Source: an optimization exercise on an open RTL-to-GDS flow (aim: small area, a short achievable clock period and few clock cycles). Production flows keep margins and buffers that such runs may drop.
The RTL was checked by simulation tests, not by an equivalence proof against the original design.
Power and IR drop assume default switching activity.

==> inputs of run a <==
Design strongly_connected_components, start of the top module:
module strongly_connected_components (
  input  wire logic                       clk_i,
  input  wire logic                       rst_ni,
  input  wire logic                       start,
  output logic                            busy,
  input  wire logic                       action_i,
  input  wire logic [scc_pkg::NodeW-1:0]  arc_source_i,
  input  wire logic [scc_pkg::NodeW-1:0]  arc_target_i,
  output logic                            result_valid_o,
  output logic      [scc_pkg::NodeW-1:0]  node_number_o,
  output logic      [scc_pkg::NodeW-1:0]  component_leader_o,
  output logic                            component_end_o,
  output logic                            last_o,
  output logic                            arcs_dropped_o,
  input  wire logic                       psel,
  input  wire logic                       penable,
  input  wire logic                       pwrite,
  input  wire logic [scc_pkg::AddrW-1:0]  paddr,
  input  wire logic [31:0]                pwdata,
  output logic      [31:0]                prdata,
  output logic                            pready
);
  localparam int unsigned N = scc_pkg::MaxNodes;
  typedef logic [N-1:0] vec_t;
  localparam logic [2:0] StIdle  = 3'd0;
  localparam logic [2:0] StClose = 3'd1;
  localparam logic [2:0] StScan  = 3'd2;
  localparam logic [2:0] StDrain = 3'd3;
  localparam logic [2:0] StClear = 3'd4;
  logic [scc_pkg::CfgW-1:0]   node_count_q;
  logic [scc_pkg::CountW-1:0] n_eff;
  ...
export LEC_CHECK = 0
export CAP_MARGIN = 20
export CORE_MARGIN = 2
export CORE_UTILIZATION = 45
export CTS_CLUSTER_DIAMETER = 80
export CTS_CLUSTER_SIZE = 20
export SLEW_MARGIN = 20
export SYNTH_MEMORY_MAX_BITS = 8192
create_clock -name core_clock -period 10.0 [get_ports {clk_i}]
standard.sh (not shown) runs the stock make flow with config.mk's settings and CLKGATE_MAP_FILE= SYNTH_SCRIPT=/design/flow/synth_recipe.tcl, a recipe that flattens the netlist after the stock synthesis.
==> flow/flow/run.sh <==
#!/bin/bash
# The standard layout, with the port buffers that buffer_ports inserts made sky130_fd_sc_hd__buf_4
# (instead of the tool's default pick) so that the fixed input and output delays are not followed
# by a slow delay cell. Everything else is the standard flow (standard.sh), unchanged.
set -euo pipefail
export BUFFER_PORTS_ARGS="-buffer_cell sky130_fd_sc_hd__buf_4"
bash standard.sh > standard_flow.log 2>&1
==> run b (differences from run a) <==
==> flow/run.sh (new file) <==
#!/bin/bash
# synth_recipe.tcl (not shown) runs the flow's synth.tcl, then flattens the netlist and writes it again
# the make line also repeats each setting of config.mk as NAME=value (left out here)
make -C /OpenROAD-flow-scripts/flow DESIGN_CONFIG=/design/flow/config.mk WORK_HOME=/design/flow/orfs CLKGATE_MAP_FILE= SYNTH_SCRIPT=/design/flow/synth_recipe.tcl finish
removed: flow/flow/run.sh
removed: flow/standard.sh
==> summary of the runs <==
- Clock skew is about the same in run b and run a.
- Utilization is about the same in run a and run b.
- Of run a and run b, run a has the higher maximum frequency (gap 9.7%, measured against run b).
- Sequential power is about the same in run b and run a.
- Synthesized cell count is the same in run b and run a.
- In sequential cell count, run b and run a do not differ.
==> figures <==
| quantity | run a | run b |
|---|---|---|
| Status | complete, no violations | complete, no violations |
| Power consumed by combinational cells | 0.410 mW | 0.423 mW |
| Final net count | 14560 | 14550 |
| Share of post-route cells with drive strength above 1 | 0.05895 | 0.05491 |
| Drt first-iter violations | 18040 | 19070 |
| RePlAce Congestion | 0.9746 | 0.9812 |
| Highest achievable clock rate | 236.4 MHz | 215.5 MHz |
| Detailed Place HPWL | 323500 um | 322400 um |
| Wire per inst | 28.87 um | 28.93 um |
| Met2 capacity usage during global routing | 0.4536 | 0.4534 |
| Minimum setup slack after placement | 5667 ps | 5386 ps |
| Met1 Wirelength | 243000 um | 245100 um |
| Setup skew after layout | 72.79 ps | 72.35 ps |
| Maximum fanout count along the critical path | 12 | 50 |
Testbench counts of run a, summed over its fixed seeds: cycles 11,447.
Testbench counts of run b, summed over its fixed seeds: cycles 11,447.

* * *

==> violet <==
==> flow/design.v <==
`default_nettype none
package scc_pkg;
  localparam int unsigned MaxNodes = 64;
  localparam int unsigned MaxArcs  = 512;
  localparam int unsigned NodeW    = $clog2(MaxNodes);
  localparam int unsigned CountW   = $clog2(MaxNodes + 1);
  localparam int unsigned ArcCntW  = $clog2(MaxArcs + 1);
  localparam int unsigned CfgW     = 7;
  localparam int unsigned AddrW    = 3;
  localparam logic [CfgW-1:0] NodeCountReset = CfgW'(MaxNodes);
  typedef logic [MaxNodes-1:0] node_vec_t;
  typedef logic [NodeW-1:0]    node_t;
endpackage
`default_nettype wire
`default_nettype none
module strongly_connected_components (
  input  wire logic                       clk_i,
  input  wire logic                       rst_ni,
  input  wire logic                       start,
  output logic                            busy,
  input  wire logic                       action_i,
  input  wire logic [scc_pkg::NodeW-1:0]  arc_source_i,
  input  wire logic [scc_pkg::NodeW-1:0]  arc_target_i,
  output logic                            result_valid_o,
  output logic      [scc_pkg::NodeW-1:0]  node_number_o,
  output logic      [scc_pkg::NodeW-1:0]  component_leader_o,
  output logic                            component_end_o,
  output logic                            last_o,
  output logic                            arcs_dropped_o,
  input  wire logic                       psel,
  input  wire logic                       penable,
  input  wire logic                       pwrite,
  input  wire logic [scc_pkg::AddrW-1:0]  paddr,
  input  wire logic [31:0]                pwdata,
  output logic      [31:0]                prdata,
  output logic                            pready
);
  localparam int unsigned N = scc_pkg::MaxNodes;
  typedef logic [N-1:0] vec_t;
  localparam logic [2:0] StIdle  = 3'd0;
  localparam logic [2:0] StClose = 3'd1;
  localparam logic [2:0] StScan  = 3'd2;
  localparam logic [2:0] StDrain = 3'd3;
  localparam logic [2:0] StClear = 3'd4;
  logic [scc_pkg::CfgW-1:0]   node_count_q;
  logic [scc_pkg::CountW-1:0] n_eff;
  assign pready = 1'b1;
  assign prdata = paddr[scc_pkg::AddrW-1] ? '0 : {{(32 - scc_pkg::CfgW){1'b0}}, node_count_q};
  always_ff @(posedge clk_i or negedge rst_ni) begin
    if (!rst_ni) begin
      node_count_q <= scc_pkg::NodeCountReset;
    end else if (psel && penable && pwrite && !paddr[scc_pkg::AddrW-1]) begin
      node_count_q <= pwdata[scc_pkg::CfgW-1:0];
    end
  end
  always_comb begin
    if (node_count_q == '0) begin
      n_eff = scc_pkg::CountW'(1);
    end else if (node_count_q > scc_pkg::CfgW'(N)) begin
      n_eff = scc_pkg::CountW'(N);
    end else begin
      n_eff = node_count_q[scc_pkg::CountW-1:0];
    end
  end
  logic [2:0] state_q, state_d;
  logic       busy_q;
  logic       clr_pend_q;
  logic [5:0] off_q;
  logic       closing, scanning, clearing, rot, hold;
  assign busy     = busy_q;
  assign closing  = state_q == StClose;
  assign scanning = state_q == StScan;
  assign clearing = clr_pend_q || state_q == StClear;
  logic                          acc;
  logic                          ld_q, ok_q;
  scc_pkg::node_t                src_q, tgt_q;
  logic [scc_pkg::ArcCntW-1:0]   arc_total_q;
  logic                          ovf_q;
  logic                          full, wr, dropped;
  assign acc     = start && !busy_q;
  assign full    = arc_total_q >= scc_pkg::ArcCntW'(scc_pkg::MaxArcs);
  assign wr      = ld_q && ok_q && !full;
  assign dropped = ld_q && !(ok_q && !full);
  always_ff @(posedge clk_i or negedge rst_ni) begin
    if (!rst_ni) begin
      ld_q <= 1'b0;
    end else begin
      ld_q <= acc && !action_i;
    end
  end
  always_ff @(posedge clk_i) begin
    src_q <= arc_source_i;
    tgt_q <= arc_target_i;
    ok_q  <= scc_pkg::CountW'(arc_source_i) < n_eff && scc_pkg::CountW'(arc_target_i) < n_eff;
  end
  always_ff @(posedge clk_i or negedge rst_ni) begin
    if (!rst_ni) begin
      arc_total_q <= '0;
      ovf_q       <= 1'b0;
    end else if (state_q == StClear) begin
      arc_total_q <= '0;
      ovf_q       <= 1'b0;
    end else begin
      if (wr) begin
        arc_total_q <= arc_total_q + 1'b1;
      end
      if (dropped) begin
        ovf_q <= 1'b1;
      end
    end
  end
  vec_t m_q [N];
  vec_t col0, xsel, ysel, dec_s, dec_t;
  logic pe;
  assign dec_s = vec_t'(1) << src_q;
  assign dec_t = vec_t'(1) << tgt_q;
  assign pe    = closing && scc_pkg::CountW'(off_q) < n_eff;
  always_comb begin
    for (int i = 0; i < N; i++) begin
      col0[i] = m_q[i][0];
    end
    for (int i = 0; i < N; i++) begin
      xsel[i] = (wr && dec_s[i]) || (pe && m_q[(i + 1) % N][0]);
    end
    ysel = closing ? {m_q[0][0], m_q[0][N-1:1]} : dec_t;
  end
  for (genvar i = 0; i < N; i++) begin : g_row
    always_ff @(posedge clk_i) begin
      m_q[i] <= ({N{hold}} & m_q[i])
              | ({N{rot}} & {m_q[(i + 1) % N][0], m_q[(i + 1) % N][N-1:1]})
              | ({N{xsel[i]}} & ysel);
    end
  end
  vec_t           asg_q, asg_d, comp, inval, e_q, e2, low;
  scc_pkg::node_t base_q, idx;
  logic           e_free_q, last_comp_q, cap, all_after, comp_single, e_le2;
  always_comb begin
    for (int i = 0; i < N; i++) begin
      inval[i] = scc_pkg::CountW'(i) >= n_eff;
    end
  end
  assign comp        = (m_q[0] & col0 & ~asg_q) | vec_t'(1);
  assign comp_single = (comp & ~vec_t'(1)) == '0;
  assign all_after   = &(asg_q | comp);
  assign cap         = scanning && !asg_q[0] && e_free_q;
  assign rot         = closing || (scanning && (asg_q[0] || e_free_q));
  assign hold        = !rot && !clearing;
  always_comb begin
    vec_t t;
    t = asg_q | (cap ? comp : '0);
    if (closing) begin
      asg_d = inval;
    end else if (scanning && rot) begin
      asg_d = {t[0], t[N-1:1]};
    end else begin
      asg_d = asg_q;
    end
  end
  always_comb begin
    logic below;
    below = 1'b0;
    idx   = '0;
    for (int i = 0; i < N; i++) begin
      low[i] = e_q[i] && !below;
      below  = below || e_q[i];
    end
    for (int i = N - 1; i >= 0; i--) begin
      if (e_q[i]) begin
        idx = scc_pkg::node_t'(i);
      end
    end
    e2 = e_q & ~low;
  end
  always_comb begin
    logic [1:0] c [2*N];
    logic [2:0] sum;
    for (int i = 0; i < N; i++) begin
      c[N + i] = {1'b0, e_q[i]};
    end
    for (int i = N - 1; i >= 1; i--) begin
      sum  = {1'b0, c[2*i]} + {1'b0, c[2*i+1]};
      c[i] = sum > 3'd2 ? 2'd3 : sum[1:0];
    end
    e_le2 = c[1] != 2'd3;
  end
  always_comb begin
    state_d = state_q;
    case (state_q)
      StIdle:  if (acc && action_i) state_d = StClose;
      StClose: if (off_q == 6'd63) state_d = StScan;
      StScan:  if (cap && all_after) state_d = StDrain;
      StDrain: if (e_free_q) state_d = StClear;
      StClear: state_d = StIdle;
      default: state_d = StIdle;
    endcase
  end
  always_ff @(posedge clk_i or negedge rst_ni) begin
    if (!rst_ni) begin
      state_q        <= StIdle;
      busy_q         <= 1'b0;
      clr_pend_q     <= 1'b1;
      off_q          <= '0;
      e_q            <= '0;
      e_free_q       <= 1'b1;
      result_valid_o <= 1'b0;
    end else begin
      state_q    <= state_d;
      busy_q     <= state_d != StIdle;
      clr_pend_q <= 1'b0;
      if (clearing) begin
        off_q <= '0;
      end else if (rot) begin
        off_q <= off_q + 1'b1;
      end
      e_q            <= cap ? comp : e2;
      e_free_q       <= cap ? comp_single : e_le2;
      result_valid_o <= e_q != '0;
    end
  end
  always_ff @(posedge clk_i) begin
    asg_q <= asg_d;
    if (cap) begin
      base_q      <= off_q;
      last_comp_q <= all_after;
    end
    if (e_q != '0) begin
      node_number_o      <= base_q + idx;
      component_leader_o <= base_q;
      component_end_o    <= e_free_q;
      last_o             <= e_free_q && last_comp_q;
      arcs_dropped_o     <= ovf_q;
    end
  end
endmodule
`default_nettype wire
==> flow/run.sh <==
#!/bin/bash
# synth_recipe.tcl (not shown) runs the flow's synth.tcl, then flattens the netlist and writes it again
# the make line also repeats each setting of config.mk as NAME=value (left out here)
make -C /OpenROAD-flow-scripts/flow DESIGN_CONFIG=/design/flow/config.mk WORK_HOME=/design/flow/orfs CLKGATE_MAP_FILE= SYNTH_SCRIPT=/design/flow/synth_recipe.tcl finish
==> flow/config.mk <==
export PLATFORM = sky130hd
export DESIGN_NAME = strongly_connected_components
export DESIGN_NICKNAME = strongly_connected_components
export VERILOG_FILES = /design/flow/design.v
export SDC_FILE = /design/flow/constraint.sdc
export NUM_CORES = 4
export LEC_CHECK = 0
export CAP_MARGIN = 20
export CORE_MARGIN = 2
export CORE_UTILIZATION = 40
export SLEW_MARGIN = 20
export SYNTH_MEMORY_MAX_BITS = 8192
==> flow/constraint.sdc <==
create_clock -name core_clock -period 10.0 [get_ports {clk_i}]
set_input_delay 2.0000 -clock core_clock [delete_from_list [all_inputs] [get_ports {clk_i}]]
set_output_delay 2.0000 -clock core_clock [all_outputs]
set_load 0.01 [all_outputs]
==> harbor: changes against violet <==
--- a/flow/design.v
+++ b/flow/design.v
@@ -12,4 +12,36 @@
   typedef logic [NodeW-1:0]    node_t;
 endpackage
+`default_nettype wire
+`default_nettype none
+module scc_cell (
+  input  wire logic h,
+  input  wire logic q,
+  input  wire logic r,
+  input  wire logic n,
+  input  wire logic xn,
+  input  wire logic yn,
+  output logic      d
+);
+  logic keep_n;
+  scc_ao u_ao (.a1(h), .a2(q), .b1(r), .b2(n), .y(keep_n));
+  scc_oa u_oa (.a1(xn), .a2(yn), .b1(keep_n), .y(d));
+endmodule
+module scc_ao (
+  input  wire logic a1,
+  input  wire logic a2,
+  input  wire logic b1,
+  input  wire logic b2,
+  output logic      y
+);
+  assign y = !((a1 & a2) | (b1 & b2));
+endmodule
+module scc_oa (
+  input  wire logic a1,
+  input  wire logic a2,
+  input  wire logic b1,
+  output logic      y
+);
+  assign y = !((a1 | a2) & b1);
+endmodule
 `default_nettype wire
 `default_nettype none
@@ -45,25 +77,28 @@
   logic [scc_pkg::CfgW-1:0]   node_count_q;
   logic [scc_pkg::CountW-1:0] n_eff;
+  logic [scc_pkg::CfgW-1:0] rd_q;
   assign pready = 1'b1;
-  assign prdata = paddr[scc_pkg::AddrW-1] ? '0 : {{(32 - scc_pkg::CfgW){1'b0}}, node_count_q};
+  assign prdata = {{(32 - scc_pkg::CfgW){1'b0}}, rd_q};
+  always_ff @(posedge clk_i) begin
+    rd_q <= paddr[scc_pkg::AddrW-1] ? '0 : node_count_q;
+  end
   always_ff @(posedge clk_i or negedge rst_ni) begin
     if (!rst_ni) begin
       node_count_q <= scc_pkg::NodeCountReset;
+      n_eff        <= scc_pkg::CountW'(N);
     end else if (psel && penable && pwrite && !paddr[scc_pkg::AddrW-1]) begin
       node_count_q <= pwdata[scc_pkg::CfgW-1:0];
-    end
-  end
-  always_comb begin
-    if (node_count_q == '0) begin
-      n_eff = scc_pkg::CountW'(1);
-    end else if (node_count_q > scc_pkg::CfgW'(N)) begin
-      n_eff = scc_pkg::CountW'(N);
-    end else begin
-      n_eff = node_count_q[scc_pkg::CountW-1:0];
+      if (pwdata[scc_pkg::CfgW-1:0] == '0) begin
+        n_eff <= scc_pkg::CountW'(1);
+      end else if (pwdata[scc_pkg::CfgW-1:0] > scc_pkg::CfgW'(N)) begin
+        n_eff <= scc_pkg::CountW'(N);
+      end else begin
+        n_eff <= pwdata[scc_pkg::CountW-1:0];
+      end
     end
   end
   logic [2:0] state_q, state_d;
   logic       busy_q;
-  logic       clr_pend_q;
+  logic       rot_q, hold_q, rot_d, hold_d, e_free_d;
   logic [5:0] off_q;
   logic       closing, scanning, clearing, rot, hold;
@@ -71,5 +106,5 @@
   assign closing  = state_q == StClose;
   assign scanning = state_q == StScan;
-  assign clearing = clr_pend_q || state_q == StClear;
+  assign clearing = state_q == StClear;
   logic                          acc;
   logic                          ld_q, ok_q;
@@ -112,8 +147,7 @@
   vec_t m_q [N];
   vec_t col0, xsel, ysel, dec_s, dec_t;
-  logic pe;
+  logic pe_q;
   assign dec_s = vec_t'(1) << src_q;
   assign dec_t = vec_t'(1) << tgt_q;
-  assign pe    = closing && scc_pkg::CountW'(off_q) < n_eff;
   always_comb begin
     for (int i = 0; i < N; i++) begin
@@ -121,13 +155,27 @@
     end
     for (int i = 0; i < N; i++) begin
-      xsel[i] = (wr && dec_s[i]) || (pe && m_q[(i + 1) % N][0]);
+      xsel[i] = (wr && dec_s[i]) || (pe_q && m_q[(i + 1) % N][0]);
     end
     ysel = closing ? {m_q[0][0], m_q[0][N-1:1]} : dec_t;
   end
+  vec_t m_d [N];
   for (genvar i = 0; i < N; i++) begin : g_row
+    for (genvar j = 0; j < N; j++) begin : g_col
+      if (i == j) begin : g_diag
+        assign m_d[i][j] = 1'b0;
+      end else begin : g_cell
+      scc_cell u_cell (
+        .h  (hold),
+        .q  (m_q[i][j]),
+        .r  (rot),
+        .n  (m_q[(i + 1) % N][(j + 1) % N]),
+        .xn (!xsel[i]),
+        .yn (!ysel[j]),
+        .d  (m_d[i][j])
+      );
+      end
+    end
     always_ff @(posedge clk_i) begin
-      m_q[i] <= ({N{hold}} & m_q[i])
-              | ({N{rot}} & {m_q[(i + 1) % N][0], m_q[(i + 1) % N][N-1:1]})
-              | ({N{xsel[i]}} & ysel);
+      m_q[i] <= m_d[i];
     end
   end
@@ -144,6 +192,9 @@
   assign all_after   = &(asg_q | comp);
   assign cap         = scanning && !asg_q[0] && e_free_q;
-  assign rot         = closing || (scanning && (asg_q[0] || e_free_q));
-  assign hold        = !rot && !clearing;
+  assign rot         = rot_q;
+  assign hold        = hold_q;
+  assign e_free_d    = cap ? comp_single : e_le2;
+  assign rot_d       = state_d == StClose || (state_d == StScan && (asg_d[0] || e_free_d));
+  assign hold_d      = !rot_d && state_d != StClear;
   always_comb begin
     vec_t t;
@@ -173,14 +224,18 @@
   end
   always_comb begin
-    logic [1:0] c [2*N];
-    logic [2:0] sum;
-    for (int i = 0; i < N; i++) begin
-      c[N + i] = {1'b0, e_q[i]};
+    logic c1 [2*N];   
+    logic c2 [2*N];   
+    logic c3 [2*N];   
+    for (int i = 0; i < N; i++) begin
+      c1[N + i] = e_q[i];
+      c2[N + i] = 1'b0;
+      c3[N + i] = 1'b0;
     end
     for (int i = N - 1; i >= 1; i--) begin
-      sum  = {1'b0, c[2*i]} + {1'b0, c[2*i+1]};
-      c[i] = sum > 3'd2 ? 2'd3 : sum[1:0];
-    end
-    e_le2 = c[1] != 2'd3;
+      c1[i] = c1[2*i] || c1[2*i+1];
+      c2[i] = c2[2*i] || c2[2*i+1] || (c1[2*i] && c1[2*i+1]);
+      c3[i] = c3[2*i] || c3[2*i+1] || (c2[2*i] && c1[2*i+1]) || (c1[2*i] && c2[2*i+1]);
+    end
+    e_le2 = !c3[1];
   end
   always_comb begin
@@ -199,5 +254,7 @@
       state_q        <= StIdle;
       busy_q         <= 1'b0;
-      clr_pend_q     <= 1'b1;
+      pe_q           <= 1'b0;
+      rot_q          <= 1'b0;
+      hold_q         <= 1'b0;
       off_q          <= '0;
       e_q            <= '0;
@@ -207,5 +264,7 @@
       state_q    <= state_d;
       busy_q     <= state_d != StIdle;
-      clr_pend_q <= 1'b0;
+      pe_q       <= state_d == StClose && scc_pkg::CountW'(rot ? off_q + 1'b1 : off_q) < n_eff;
+      rot_q      <= rot_d;
+      hold_q     <= hold_d;
       if (clearing) begin
         off_q <= '0;
@@ -214,5 +273,5 @@
       end
       e_q            <= cap ? comp : e2;
-      e_free_q       <= cap ? comp_single : e_le2;
+      e_free_q       <= e_free_d;
       result_valid_o <= e_q != '0;
     end
==> flow/flow/run.sh (new file) <==
#!/bin/bash
# The standard layout (standard.sh, unchanged scripts, the design's SDC), with two knobs set
# through the environment:
#  - the port buffers that buffer_ports inserts are sky130_fd_sc_hd__buf_4 instead of the tool's
#    default pick (a slow delay cell);
#  - repair_timing works towards 6.3 ns of setup slack instead of 0, so that it sizes and buffers
#    the paths the design's speed depends on (the clock period itself stays the design's).
set -euo pipefail
export BUFFER_PORTS_ARGS="-buffer_cell sky130_fd_sc_hd__buf_4"
export SETUP_SLACK_MARGIN=6.3
bash standard.sh > standard_flow.log 2>&1
==> flow/standard.sh (new file) <==
#!/bin/bash
# synth_recipe.tcl (not shown) runs the flow's synth.tcl, then flattens the netlist and writes it again
# the make line also repeats each setting of config.mk as NAME=value (left out here)
make -C /OpenROAD-flow-scripts/flow DESIGN_CONFIG=/design/flow/config.mk WORK_HOME=/design/flow/orfs CLKGATE_MAP_FILE= SYNTH_SCRIPT=/design/flow/synth_recipe.tcl "${@:-finish}"
--- a/flow/config.mk
+++ b/flow/config.mk
@@ -9,4 +9,6 @@
 export CORE_MARGIN = 2
 export CORE_UTILIZATION = 40
+export CTS_CLUSTER_DIAMETER = 80
+export CTS_CLUSTER_SIZE = 20
 export SLEW_MARGIN = 20
 export SYNTH_MEMORY_MAX_BITS = 8192
removed: flow/run.sh
==> lagoon: changes against violet <==
--- a/flow/design.v
+++ b/flow/design.v
@@ -12,4 +12,36 @@
   typedef logic [NodeW-1:0]    node_t;
 endpackage
+`default_nettype wire
+`default_nettype none
+module scc_cell (
+  input  wire logic h,
+  input  wire logic q,
+  input  wire logic r,
+  input  wire logic n,
+  input  wire logic xn,
+  input  wire logic yn,
+  output logic      d
+);
+  logic keep_n;
+  scc_ao u_ao (.a1(h), .a2(q), .b1(r), .b2(n), .y(keep_n));
+  scc_oa u_oa (.a1(xn), .a2(yn), .b1(keep_n), .y(d));
+endmodule
+module scc_ao (
+  input  wire logic a1,
+  input  wire logic a2,
+  input  wire logic b1,
+  input  wire logic b2,
+  output logic      y
+);
+  assign y = !((a1 & a2) | (b1 & b2));
+endmodule
+module scc_oa (
+  input  wire logic a1,
+  input  wire logic a2,
+  input  wire logic b1,
+  output logic      y
+);
+  assign y = !((a1 | a2) & b1);
+endmodule
 `default_nettype wire
 `default_nettype none
@@ -50,20 +82,19 @@
     if (!rst_ni) begin
       node_count_q <= scc_pkg::NodeCountReset;
+      n_eff        <= scc_pkg::CountW'(N);
     end else if (psel && penable && pwrite && !paddr[scc_pkg::AddrW-1]) begin
       node_count_q <= pwdata[scc_pkg::CfgW-1:0];
-    end
-  end
-  always_comb begin
-    if (node_count_q == '0) begin
-      n_eff = scc_pkg::CountW'(1);
-    end else if (node_count_q > scc_pkg::CfgW'(N)) begin
-      n_eff = scc_pkg::CountW'(N);
-    end else begin
-      n_eff = node_count_q[scc_pkg::CountW-1:0];
+      if (pwdata[scc_pkg::CfgW-1:0] == '0) begin
+        n_eff <= scc_pkg::CountW'(1);
+      end else if (pwdata[scc_pkg::CfgW-1:0] > scc_pkg::CfgW'(N)) begin
+        n_eff <= scc_pkg::CountW'(N);
+      end else begin
+        n_eff <= pwdata[scc_pkg::CountW-1:0];
+      end
     end
   end
   logic [2:0] state_q, state_d;
   logic       busy_q;
-  logic       clr_pend_q;
+  logic       rot_q, hold_q, rot_d, hold_d, e_free_d;
   logic [5:0] off_q;
   logic       closing, scanning, clearing, rot, hold;
@@ -71,5 +102,5 @@
   assign closing  = state_q == StClose;
   assign scanning = state_q == StScan;
-  assign clearing = clr_pend_q || state_q == StClear;
+  assign clearing = state_q == StClear;
   logic                          acc;
   logic                          ld_q, ok_q;
@@ -112,8 +143,7 @@
   vec_t m_q [N];
   vec_t col0, xsel, ysel, dec_s, dec_t;
-  logic pe;
+  logic pe_q;
   assign dec_s = vec_t'(1) << src_q;
   assign dec_t = vec_t'(1) << tgt_q;
-  assign pe    = closing && scc_pkg::CountW'(off_q) < n_eff;
   always_comb begin
     for (int i = 0; i < N; i++) begin
@@ -121,13 +151,27 @@
     end
     for (int i = 0; i < N; i++) begin
-      xsel[i] = (wr && dec_s[i]) || (pe && m_q[(i + 1) % N][0]);
+      xsel[i] = (wr && dec_s[i]) || (pe_q && m_q[(i + 1) % N][0]);
     end
     ysel = closing ? {m_q[0][0], m_q[0][N-1:1]} : dec_t;
   end
+  vec_t m_d [N];
   for (genvar i = 0; i < N; i++) begin : g_row
+    for (genvar j = 0; j < N; j++) begin : g_col
+      if (i == j) begin : g_diag
+        assign m_d[i][j] = 1'b0;
+      end else begin : g_cell
+      scc_cell u_cell (
+        .h  (hold),
+        .q  (m_q[i][j]),
+        .r  (rot),
+        .n  (m_q[(i + 1) % N][(j + 1) % N]),
+        .xn (!xsel[i]),
+        .yn (!ysel[j]),
+        .d  (m_d[i][j])
+      );
+      end
+    end
     always_ff @(posedge clk_i) begin
-      m_q[i] <= ({N{hold}} & m_q[i])
-              | ({N{rot}} & {m_q[(i + 1) % N][0], m_q[(i + 1) % N][N-1:1]})
-              | ({N{xsel[i]}} & ysel);
+      m_q[i] <= m_d[i];
     end
   end
@@ -144,6 +188,9 @@
   assign all_after   = &(asg_q | comp);
   assign cap         = scanning && !asg_q[0] && e_free_q;
-  assign rot         = closing || (scanning && (asg_q[0] || e_free_q));
-  assign hold        = !rot && !clearing;
+  assign rot         = rot_q;
+  assign hold        = hold_q;
+  assign e_free_d    = cap ? comp_single : e_le2;
+  assign rot_d       = state_d == StClose || (state_d == StScan && (asg_d[0] || e_free_d));
+  assign hold_d      = !rot_d && state_d != StClear;
   always_comb begin
     vec_t t;
@@ -173,14 +220,18 @@
   end
   always_comb begin
-    logic [1:0] c [2*N];
-    logic [2:0] sum;
-    for (int i = 0; i < N; i++) begin
-      c[N + i] = {1'b0, e_q[i]};
+    logic c1 [2*N];   
+    logic c2 [2*N];   
+    logic c3 [2*N];   
+    for (int i = 0; i < N; i++) begin
+      c1[N + i] = e_q[i];
+      c2[N + i] = 1'b0;
+      c3[N + i] = 1'b0;
     end
     for (int i = N - 1; i >= 1; i--) begin
-      sum  = {1'b0, c[2*i]} + {1'b0, c[2*i+1]};
-      c[i] = sum > 3'd2 ? 2'd3 : sum[1:0];
-    end
-    e_le2 = c[1] != 2'd3;
+      c1[i] = c1[2*i] || c1[2*i+1];
+      c2[i] = c2[2*i] || c2[2*i+1] || (c1[2*i] && c1[2*i+1]);
+      c3[i] = c3[2*i] || c3[2*i+1] || (c2[2*i] && c1[2*i+1]) || (c1[2*i] && c2[2*i+1]);
+    end
+    e_le2 = !c3[1];
   end
   always_comb begin
@@ -199,5 +250,7 @@
       state_q        <= StIdle;
       busy_q         <= 1'b0;
-      clr_pend_q     <= 1'b1;
+      pe_q           <= 1'b0;
+      rot_q          <= 1'b0;
+      hold_q         <= 1'b0;
       off_q          <= '0;
       e_q            <= '0;
@@ -207,5 +260,7 @@
       state_q    <= state_d;
       busy_q     <= state_d != StIdle;
-      clr_pend_q <= 1'b0;
+      pe_q       <= state_d == StClose && scc_pkg::CountW'(rot ? off_q + 1'b1 : off_q) < n_eff;
+      rot_q      <= rot_d;
+      hold_q     <= hold_d;
       if (clearing) begin
         off_q <= '0;
@@ -214,5 +269,5 @@
       end
       e_q            <= cap ? comp : e2;
-      e_free_q       <= cap ? comp_single : e_le2;
+      e_free_q       <= e_free_d;
       result_valid_o <= e_q != '0;
     end
==> flow/flow/run.sh (new file) <==
#!/bin/bash
# The standard layout (standard.sh, unchanged scripts, the design's SDC), with two knobs set
# through the environment:
#  - the port buffers that buffer_ports inserts are sky130_fd_sc_hd__buf_4 instead of the tool's
#    default pick (a slow delay cell);
#  - repair_timing works towards 6.3 ns of setup slack instead of 0, so that it sizes and buffers
#    the paths the design's speed depends on (the clock period itself stays the design's).
set -euo pipefail
export BUFFER_PORTS_ARGS="-buffer_cell sky130_fd_sc_hd__buf_4"
export SETUP_SLACK_MARGIN=6.3
bash standard.sh > standard_flow.log 2>&1
==> flow/standard.sh (new file) <==
#!/bin/bash
# synth_recipe.tcl (not shown) runs the flow's synth.tcl, then flattens the netlist and writes it again
# the make line also repeats each setting of config.mk as NAME=value (left out here)
make -C /OpenROAD-flow-scripts/flow DESIGN_CONFIG=/design/flow/config.mk WORK_HOME=/design/flow/orfs CLKGATE_MAP_FILE= SYNTH_SCRIPT=/design/flow/synth_recipe.tcl "${@:-finish}"
--- a/flow/config.mk
+++ b/flow/config.mk
@@ -9,4 +9,6 @@
 export CORE_MARGIN = 2
 export CORE_UTILIZATION = 40
+export CTS_CLUSTER_DIAMETER = 80
+export CTS_CLUSTER_SIZE = 20
 export SLEW_MARGIN = 20
 export SYNTH_MEMORY_MAX_BITS = 8192
removed: flow/run.sh
==> results.yml <==
outcome:
  outcome: "no timing/DRC/antenna violations"
layout:
  multi_input_area_share: 0.364
  mostFrequentLayoutCells: "4156 x o21ai_0, 4053 x dfxtp_1, 4034 x a22oi_1"
  seq_share: 0.533
global_routing:
  grt_util_met2: 0.403
  grt_antenna_before_repair: 32
  use_met1: 0.378
pwr:
  p_clk_uw: 10300
timing:
  clock_skew_ps: 72.7
synthesis:
  syn_avg_cell_area_um2: 9.83
  synth.distinct_cells: 78
critical_path:
  crit_fanout: 233
  reg2reg_slack_ps: 6390
(the above is from harbor)
==> results.yml <==
layout:
  mostFrequentLayoutCells: "4109 x dfxtp_1, 4098 x a22oi_1, 3804 x o21ai_0"
  seq_share: 0.502
  final_net_count: 15000
  largest-register: "m_q"
synthesis:
  synth.distinct_cells: 84
  syn_avg_cell_area_um2: 9.92
die:
  well_tap_count: 5197
timing:
  clock_skew_ps: 42.9
global_routing:
  grt_util_met2: 0.382
  use_met1: 0.375
  grt_antenna_before_repair: 36
pwr:
  p_clk_uw: 16500
critical_path:
  crit_fanout: 44
outcome:
  outcome: "no timing/DRC/antenna violations"
(the above is from violet)
==> results.yml <==
outcome:
  outcome: "no timing/DRC/antenna violations"
critical_path:
  crit_fanout: 8
  reg2reg_slack_ps: 6390
layout:
  mostFrequentLayoutCells: "4130 x o21ai_0, 4046 x dfxtp_1, 4034 x a22oi_1"
  multi_input_area_share: 0.366
  seq_share: 0.533
global_routing:
  grt_util_met2: 0.403
  grt_antenna_before_repair: 59
timing:
  clock_skew_ps: 100
  slew_violations: 0
synthesis:
  syn_avg_cell_area_um2: 9.83
  synth.distinct_cells: 79
pwr:
  p_clk_uw: 10300
placement:
  globalplace.congestion: 0.999
(the above is from lagoon)
Testbench counts of violet, summed over its fixed seeds: cycles 11,447.
Testbench counts of harbor, summed over its fixed seeds: cycles 11,447.
Testbench counts of lagoon, summed over its fixed seeds: cycles 11,447.

port drivers added, routing unchanged:
The flow's constraints put no driver on any port. The routed layouts listed below were extracted and timed again, unchanged, in two steps.
Step 1 (the two cells are an assumption about what drives the block):
set clk [get_ports {clk_i}]
set_driving_cell -lib_cell sky130_fd_sc_hd__clkbuf_16 $clk
set_driving_cell -lib_cell sky130_fd_sc_hd__buf_2 [delete_from_list [all_inputs] $clk]
Step 2 also shifts input and output timing later by t, the mid clock arrival at the registers, as if the neighbouring blocks saw the same clock.
Slacks: no drivers / after step 1 / after step 2; pairs: no drivers / after step 1.
run	t, ns	setup WS [ns]	worst setup path after step 2	clock arrival spread, ns	pins driven straight from the clock port
run a	1.062	5.770 / 5.770 / 5.770	register to register	0.077 / 0.077	1
run b	1.067	5.360 / 5.360 / 5.360	register to register	0.083 / 0.083	1
violet	1.079	3.206 / 3.206 / 3.206	register to register	0.047 / 0.047	1
harbor	1.068	6.389 / 6.350 / 5.757	input to register	0.082 / 0.082	1
lagoon	1.091	5.654 / 5.608 / 5.608	input to output	0.103 / 0.102	1
After both steps setup and hold are still met in every run listed. For harbor, which loses most, drivers alone change the setup slack by -0.039 ns; drivers and shift together by -0.632 ns.
